This is an optimization exercise on Yosys and OpenROAD, whose aim is a short achievable clock period and few clock cycles, not a production implementation.
The RTL was checked by simulation tests, not by an equivalence proof against the original design.

==> job 9411 <==
==> flow/design.v (excerpt) <==
module int_ex_unit (
	input  logic                              clk,
	input  logic                              rst,
	input  logic                              issue_valid,
	input  logic [rv_isa_pkg::alu_func_w-1:0] issue_func,
	input  logic [rv_isa_pkg::xlen-1:0]       issue_opa,
	input  logic [rv_isa_pkg::xlen-1:0]       issue_opb,
	input  logic [ex_pkg::tag_w-1:0]          issue_tag,
	output logic                              ex_busy,
	output logic                              result_valid,
	output logic [rv_isa_pkg::xlen-1:0]       result_data,
	output logic [ex_pkg::tag_w-1:0]          result_tag
);
make LEC_CHECK=0 CAP_MARGIN=20 CORE_MARGIN=2 CORE_UTILIZATION=60 SETUP_SLACK_MARGIN=5.0 SLEW_MARGIN=20 TNS_END_PERCENT=100 finish   # period 8.0 ns
run.sh (not shown) runs the stock make flow with config.mk's settings and CLKGATE_MAP_FILE= SYNTH_SCRIPT=/design/flow/synth_recipe.tcl, a recipe that flattens the netlist after the stock synthesis.
==> inputs of job 7910, as changes to job 9411 <==
--- a/flow/design.v
+++ b/flow/design.v
@@ -27,60 +27,101 @@
 endpackage
 `timescale 1ns/1ps
 import rv_isa_pkg::*;
 module int_alu (
 	input  logic [rv_isa_pkg::alu_func_w-1:0] func,
 	input  logic [rv_isa_pkg::xlen-1:0]       opa,
 	input  logic [rv_isa_pkg::xlen-1:0]       opb,
-	output logic [rv_isa_pkg::xlen-1:0]       result
+	output logic [rv_isa_pkg::xlen-1:0]       sum,
+	output logic [rv_isa_pkg::xlen-1:0]       diff,
+	output logic [rv_isa_pkg::xlen-1:0]       misc,
+	output logic                              lt,
+	output logic [3:0]                        pick
 );
 	logic [4:0] shamt;
 	logic       lt_signed;
 	logic       lt_unsigned;
-	assign shamt       = opb[4:0];
-	assign lt_signed   = $signed(opa) < $signed(opb);
-	assign lt_unsigned = opa < opb;
+	logic       sum_co;
+	logic       diff_co;
+	assign shamt = opb[4:0];
+	ks_add #(.w(xlen)) add_i (
+		.a    (opa),
+		.b    (opb),
+		.cin  (1'b0),
+		.sum  (sum),
+		.cout (sum_co)
+	);
+	ks_add #(.w(xlen)) sub_i (
+		.a    (opa),
+		.b    (~opb),
+		.cin  (1'b1),
+		.sum  (diff),
+		.cout (diff_co)
+	);
+	assign lt_unsigned = !diff_co;
+	assign lt_signed   = (opa[xlen-1] ^ opb[xlen-1]) ? opa[xlen-1] : lt_unsigned;
+	assign lt          = (func == alu_slt) ? lt_signed : lt_unsigned;
 	always_comb begin
 		case (func)
-			alu_add: begin
-				result = opa + opb;
-			end
-			alu_sub: begin
-				result = opa - opb;
-			end
 			alu_and: begin
-				result = opa & opb;
+				misc = opa & opb;
 			end
 			alu_or: begin
-				result = opa | opb;
+				misc = opa | opb;
 			end
 			alu_xor: begin
-				result = opa ^ opb;
+				misc = opa ^ opb;
 			end
 			alu_sll: begin
-				result = opa << shamt;
+				misc = opa << shamt;
 			end
 			alu_srl: begin
-				result = opa >> shamt;
+				misc = opa >> shamt;
 			end
 			alu_sra: begin
-				result = $signed(opa) >>> shamt;
+				misc = $signed(opa) >>> shamt;
 			end
-			alu_slt: begin
-				result = {{(xlen-1){1'b0}}, lt_signed};
+			default: begin
+				misc = '0;
 			end
-			alu_sltu: begin
-				result = {{(xlen-1){1'b0}}, lt_unsigned};
+		endcase
+	end
+	always_comb begin
+		case (func)
+			alu_add: begin
+				pick = 4'b0001;
+			end
+			alu_sub: begin
+				pick = 4'b0010;
+			end
+			alu_and, alu_or, alu_xor, alu_sll, alu_srl, alu_sra: begin
+				pick = 4'b0100;
+			end
+			alu_slt, alu_sltu: begin
+				pick = 4'b1000;
 			end
 			default: begin
-				result = '0;
+				pick = 4'b0000;
 			end
 		endcase
 	end
 endmodule
+module int_alu_pick (
+	input  logic [rv_isa_pkg::xlen-1:0] sum,
+	input  logic [rv_isa_pkg::xlen-1:0] diff,
+	input  logic [rv_isa_pkg::xlen-1:0] misc,
+	input  logic                        lt,
+	input  logic [3:0]                  pick,
+	output logic [rv_isa_pkg::xlen-1:0] result
+);
+	assign result = ({xlen{pick[0]}} & sum)
+	              | ({xlen{pick[1]}} & diff)
+	              | ({xlen{pick[2]}} & misc)
+	              | {{(xlen-1){1'b0}}, pick[3] & lt};
+endmodule
 `timescale 1ns/1ps
 import rv_isa_pkg::*;
 import ex_pkg::*;
 module ks_add #(
 	parameter int w = 32
 ) (
 	input  logic [w-1:0] a,
@@ -155,43 +196,64 @@
 endmodule
 module div_multiples (
 	input  logic [rv_isa_pkg::xlen-1:0]      d,
 	output logic [ex_pkg::div_mulw-1:0]      mul
 );
 	localparam int mw = div_mw;
 	localparam int nk = 1 << div_b;
-	always_comb begin
-		for (int k = 1; k < nk; k++) begin
-			mul[(k-1)*mw +: mw] = mw'(d) * mw'(k);
+	for (genvar k = 1; k < nk; k++) begin : g_mul
+		if (k == 1) begin : g_one
+			assign mul[(k-1)*mw +: mw] = mw'(d);
+		end else if ((k % 2) == 0) begin : g_even
+			assign mul[(k-1)*mw +: mw] = {mul[(k/2-1)*mw +: mw-1], 1'b0};
+		end else begin : g_odd
+			logic [mw-1:0] lo;
+			logic [mw-1:0] hi;
+			logic          co;
+			assign lo = mw'(d);
+			assign hi = mw'(d) * mw'(k - 1);
+			ks_add #(.w(mw)) add_i (
+				.a    (lo),
+				.b    (hi),
+				.cin  (1'b0),
+				.sum  (mul[(k-1)*mw +: mw]),
+				.cout (co)
+			);
 		end
 	end
 endmodule
 module divider (
 	input  logic                             clk,
 	input  logic [rv_isa_pkg::xlen-1:0]      n_in,
 	input  logic [ex_pkg::div_mulw-1:0]      mul_in,
 	output logic [rv_isa_pkg::xlen-1:0]      quotient,
 	output logic [rv_isa_pkg::xlen-1:0]      remainder
 );
 	logic [xlen-1:0]     r_p   [0:div_s];
+	logic [xlen-1:0]     r_st  [1:div_s];
 	logic [div_nw-1:0]   nq_p  [0:div_s];
 	logic [div_mulw-1:0] mul_p [0:div_s];
 	assign r_p[0]   = '0;
 	assign nq_p[0]  = div_nw'(n_in);
 	assign mul_p[0] = mul_in;
 	for (genvar s = 0; s < div_s; s++) begin : g_st
 		div_stage st_i (
 			.clk     (clk),
 			.r_in    (r_p[s]),
 			.nq_in   (nq_p[s]),
 			.mul_in  (mul_p[s]),
-			.r_out   (r_p[s+1]),
+			.r_out   (r_st[s+1]),
 			.nq_out  (nq_p[s+1]),
 			.mul_out (mul_p[s+1])
 		);
+		if ((s + 1) * div_b < xlen) begin : g_nar
+			assign r_p[s+1] = {{(xlen-(s+1)*div_b){1'b0}}, r_st[s+1][(s+1)*div_b-1:0]};
+		end else begin : g_full
+			assign r_p[s+1] = r_st[s+1];
+		end
 	end
 	assign quotient  = nq_p[div_s][xlen-1:0];
 	assign remainder = r_p[div_s];
 endmodule
 `timescale 1ns/1ps
 import rv_isa_pkg::*;
 import ex_pkg::*;
@@ -199,15 +261,19 @@
 	input  logic                              clk,
 	input  logic                              rst,
 	input  logic                              issue_valid,
 	input  logic [rv_isa_pkg::alu_func_w-1:0] issue_func,
 	input  logic [rv_isa_pkg::xlen-1:0]       issue_opa,
 	input  logic [rv_isa_pkg::xlen-1:0]       issue_opb,
 	input  logic [ex_pkg::tag_w-1:0]          issue_tag,
-	input  logic [rv_isa_pkg::xlen-1:0]       alu_result,
+	input  logic [rv_isa_pkg::xlen-1:0]       alu_sum,
+	input  logic [rv_isa_pkg::xlen-1:0]       alu_diff,
+	input  logic [rv_isa_pkg::xlen-1:0]       alu_misc,
+	input  logic                              alu_lt,
+	input  logic [3:0]                        alu_pick,
 	input  logic [rv_isa_pkg::xlen-1:0]       quotient,
 	input  logic [rv_isa_pkg::xlen-1:0]       remainder,
 	output logic [rv_isa_pkg::alu_func_w-1:0] op_func,
 	output logic [rv_isa_pkg::xlen-1:0]       op_a,
 	output logic [rv_isa_pkg::xlen-1:0]       op_b,
 	output logic [rv_isa_pkg::xlen-1:0]       div_n,
 	output logic [ex_pkg::div_mulw-1:0]       div_mul,
@@ -221,18 +287,22 @@
 	logic [tag_w-1:0]  t0;
 	logic              is_div;
 	logic              signed_op;
 	logic [xlen-1:0]   a_mag;
 	logic [xlen-1:0]   b_mag;
 	logic              v1;
 	logic [tag_w-1:0]  t1;
-	logic              div1;
 	logic              sel_r1;
 	logic              qneg1;
 	logic              rneg1;
+	logic [xlen-1:0]   sum1;
+	logic [xlen-1:0]   diff1;
+	logic [xlen-1:0]   misc1;
+	logic              lt1;
+	logic [3:0]        pick1;
 	logic [xlen-1:0]   alu1;
 	logic [xlen-1:0]   n1;
 	logic [xlen-1:0]   d1;
 	logic [meta_w-1:0] meta [0:div_s+1];
 	logic [xlen-1:0]   q_fix;
 	logic [xlen-1:0]   r_fix;
 	assign ex_busy = 1'b0;
@@ -245,53 +315,100 @@
 		op_func <= issue_func;
 		op_a    <= issue_opa;
 		op_b    <= issue_opb;
 		t0      <= issue_tag;
 	end
 	assign is_div    = op_func[3] && (op_func[2] || op_func[1]);
 	assign signed_op = op_func[3] && !op_func[2] && op_func[1];
-	assign a_mag     = (signed_op && op_a[xlen-1]) ? -op_a : op_a;
-	assign b_mag     = (signed_op && op_b[xlen-1]) ? -op_b : op_b;
+	logic [xlen-1:0] a_inv;
+	logic [xlen-1:0] b_inv;
+	logic            a_co;
+	logic            b_co;
+	ks_add #(.w(xlen)) a_inv_i (
+		.a    (~op_a),
+		.b    ('0),
+		.cin  (1'b1),
+		.sum  (a_inv),
+		.cout (a_co)
+	);
+	ks_add #(.w(xlen)) b_inv_i (
+		.a    (~op_b),
+		.b    ('0),
+		.cin  (1'b1),
+		.sum  (b_inv),
+		.cout (b_co)
+	);
+	assign a_mag = (signed_op && op_a[xlen-1]) ? a_inv : op_a;
+	assign b_mag = (signed_op && op_b[xlen-1]) ? b_inv : op_b;
 	always_ff @(posedge clk) begin
 		if (rst) begin
 			v1 <= 1'b0;
 		end else begin
 			v1 <= v0;
 		end
 		t1     <= t0;
-		div1   <= is_div;
 		sel_r1 <= !is_div || op_func[0];
 		qneg1  <= is_div && signed_op && (op_a[xlen-1] ^ op_b[xlen-1]) && (op_b != '0);
 		rneg1  <= is_div && signed_op && op_a[xlen-1];
-		alu1   <= alu_result;
-		n1     <= a_mag;
+		sum1   <= alu_sum;
+		diff1  <= alu_diff;
+		misc1  <= alu_misc;
+		lt1    <= alu_lt;
+		pick1  <= alu_pick;
+		n1     <= is_div ? a_mag : '0;
 		d1     <= is_div ? b_mag : '0;
 	end
 	logic [div_mulw-1:0] mul1;
+	int_alu_pick pick_i (
+		.sum    (sum1),
+		.diff   (diff1),
+		.misc   (misc1),
+		.lt     (lt1),
+		.pick   (pick1),
+		.result (alu1)
+	);
 	div_multiples mul_i (
 		.d   (d1),
 		.mul (mul1)
 	);
 	always_ff @(posedge clk) begin
-		div_n   <= div1 ? n1 : alu1;
+		div_n   <= n1 | alu1;
 		div_mul <= mul1;
 	end
 	assign meta[0] = {v1, t1, sel_r1, qneg1, rneg1};
 	always_ff @(posedge clk) begin
 		for (int s = 0; s <= div_s; s++) begin
 			if (rst) begin
 				meta[s+1][meta_w-1] <= 1'b0;
 			end else begin
 				meta[s+1][meta_w-1] <= meta[s][meta_w-1];
 			end
 			meta[s+1][meta_w-2:0] <= meta[s][meta_w-2:0];
 		end
 	end
-	assign q_fix = meta[div_s+1][1] ? -quotient : quotient;
-	assign r_fix = meta[div_s+1][0] ? -remainder : remainder;
+	logic [xlen-1:0] q_inv;
+	logic [xlen-1:0] r_inv;
+	logic            q_co;
+	logic            r_co;
+	ks_add #(.w(xlen)) q_inv_i (
+		.a    (~quotient),
+		.b    ('0),
+		.cin  (1'b1),
+		.sum  (q_inv),
+		.cout (q_co)
+	);
+	ks_add #(.w(xlen)) r_inv_i (
+		.a    (~remainder),
+		.b    ('0),
+		.cin  (1'b1),
+		.sum  (r_inv),
+		.cout (r_co)
+	);
+	assign q_fix = meta[div_s+1][1] ? q_inv : quotient;
+	assign r_fix = meta[div_s+1][0] ? r_inv : remainder;
 	always_ff @(posedge clk) begin
 		if (rst) begin
 			result_valid <= 1'b0;
 		end else begin
 			result_valid <= meta[div_s+1][meta_w-1];
 		end
 		result_tag  <= meta[div_s+1][meta_w-2 -: tag_w];
@@ -313,28 +430,36 @@
 	output logic                              result_valid,
 	output logic [rv_isa_pkg::xlen-1:0]       result_data,
 	output logic [ex_pkg::tag_w-1:0]          result_tag
 );
 	logic [alu_func_w-1:0] op_func;
 	logic [xlen-1:0]       op_a;
 	logic [xlen-1:0]       op_b;
-	logic [xlen-1:0]       alu_result;
+	logic [xlen-1:0]       alu_sum;
+	logic [xlen-1:0]       alu_diff;
+	logic [xlen-1:0]       alu_misc;
+	logic                  alu_lt;
+	logic [3:0]            alu_pick;
 	logic [xlen-1:0]       div_n;
 	logic [div_mulw-1:0]   div_mul;
 	logic [xlen-1:0]       quotient;
 	logic [xlen-1:0]       remainder;
 	ex_issue_ctrl ctrl_i (
 		.clk          (clk),
 		.rst          (rst),
 		.issue_valid  (issue_valid),
 		.issue_func   (issue_func),
 		.issue_opa    (issue_opa),
 		.issue_opb    (issue_opb),
 		.issue_tag    (issue_tag),
-		.alu_result   (alu_result),
+		.alu_sum      (alu_sum),
+		.alu_diff     (alu_diff),
+		.alu_misc     (alu_misc),
+		.alu_lt       (alu_lt),
+		.alu_pick     (alu_pick),
 		.quotient     (quotient),
 		.remainder    (remainder),
 		.op_func      (op_func),
 		.op_a         (op_a),
 		.op_b         (op_b),
 		.div_n        (div_n),
 		.div_mul      (div_mul),
@@ -343,15 +468,19 @@
 		.result_data  (result_data),
 		.result_tag   (result_tag)
 	);
 	int_alu alu_i (
 		.func   (op_func),
 		.opa    (op_a),
 		.opb    (op_b),
-		.result (alu_result)
+		.sum    (alu_sum),
+		.diff   (alu_diff),
+		.misc   (alu_misc),
+		.lt     (alu_lt),
+		.pick   (alu_pick)
 	);
 	divider div_i (
 		.clk       (clk),
 		.n_in      (div_n),
 		.mul_in    (div_mul),
 		.quotient  (quotient),
 		.remainder (remainder)
==> flow/config.mk (replaced) <==
export PLATFORM = sky130hd
export DESIGN_NAME = int_ex_unit
export DESIGN_NICKNAME = int_ex_unit
export VERILOG_FILES = /design/flow/design.v
export SDC_FILE = /design/flow/constraint.sdc
export NUM_CORES = 4
export LEC_CHECK = 0
export ABC_AREA = 1
export CAP_MARGIN = 20
export CORE_MARGIN = 2
export CORE_UTILIZATION = 40
export SETUP_SLACK_MARGIN = 5.0
export SLEW_MARGIN = 20
export TNS_END_PERCENT = 100
==> summary.md <==
| Metric | Value |
|---|---|
| Outcome | no timing/DRC/antenna violations |
| Count of standard-cell rows | ~180 |
| Worst slew pin tran | 1275 ps |
| Setup slack after layout | between 4000 and 5000 ps |
| Yosys top cell area share | about a third |
| # Taps | 3043 |
| Worst reg2reg setup slack | between 4000 and 5000 ps |
| Routing usage on met3 | roughly a tenth |
| Worst path slowest cell | dfxtp_2 |
-- figures above: job 9411

==> summary.md <==
| Metric | Value |
|---|---|
| Count of standard-cell rows | 201 |
| Synth Register Bits | approximately 2300 |
| # Taps | 3958 |
| Setup slack after layout | approximately 5000 ps |
| Worst reg2reg setup slack | roughly 5000 ps |
| Routing usage on met3 | ~3.5% |
| Outcome | no timing/DRC/antenna violations |
| Worst path slowest cell | dfxtp_1 |
| Worst slew pin tran | approximately 1400 ps |
-- figures above: job 7910

Testbench counts of job 9411, summed over its fixed seeds: cycles 4,960.
Testbench counts of job 7910, summed over its fixed seeds: cycles 4,960.

## what the ideal ports hide
No port has a modelled driver above. Below, the same layouts with a new extraction and two added sets of constraints.
Step 1: set_driving_cell puts a clkbuf_16 on clk and a buf_2 on each other input, an assumption about the parent block.
Step 2 adds t to the input delays and takes it off the output delays; t is the mean of the earliest and latest rising clock arrival at the registers after step 1. Input paths then give back, and output paths get back, about the clock's delay inside the block.
Slacks: ideal ports / drivers / drivers and shift; pairs: ideal ports / drivers.
run	shift t [ns]	slack for setup (ns)	hold slack, ns	clock arrival spread, ns	worst data-port slew with drivers (ns)
job 9411	1.030	4.377 / 4.377 / 4.377	0.258 / 0.258 / 0.258	0.111 / 0.111	0.07
job 7910	1.025	4.998 / 4.889 / 4.998	0.244 / 0.244 / 0.244	0.109 / 0.110	0.07
After both steps every run listed still meets setup and hold.
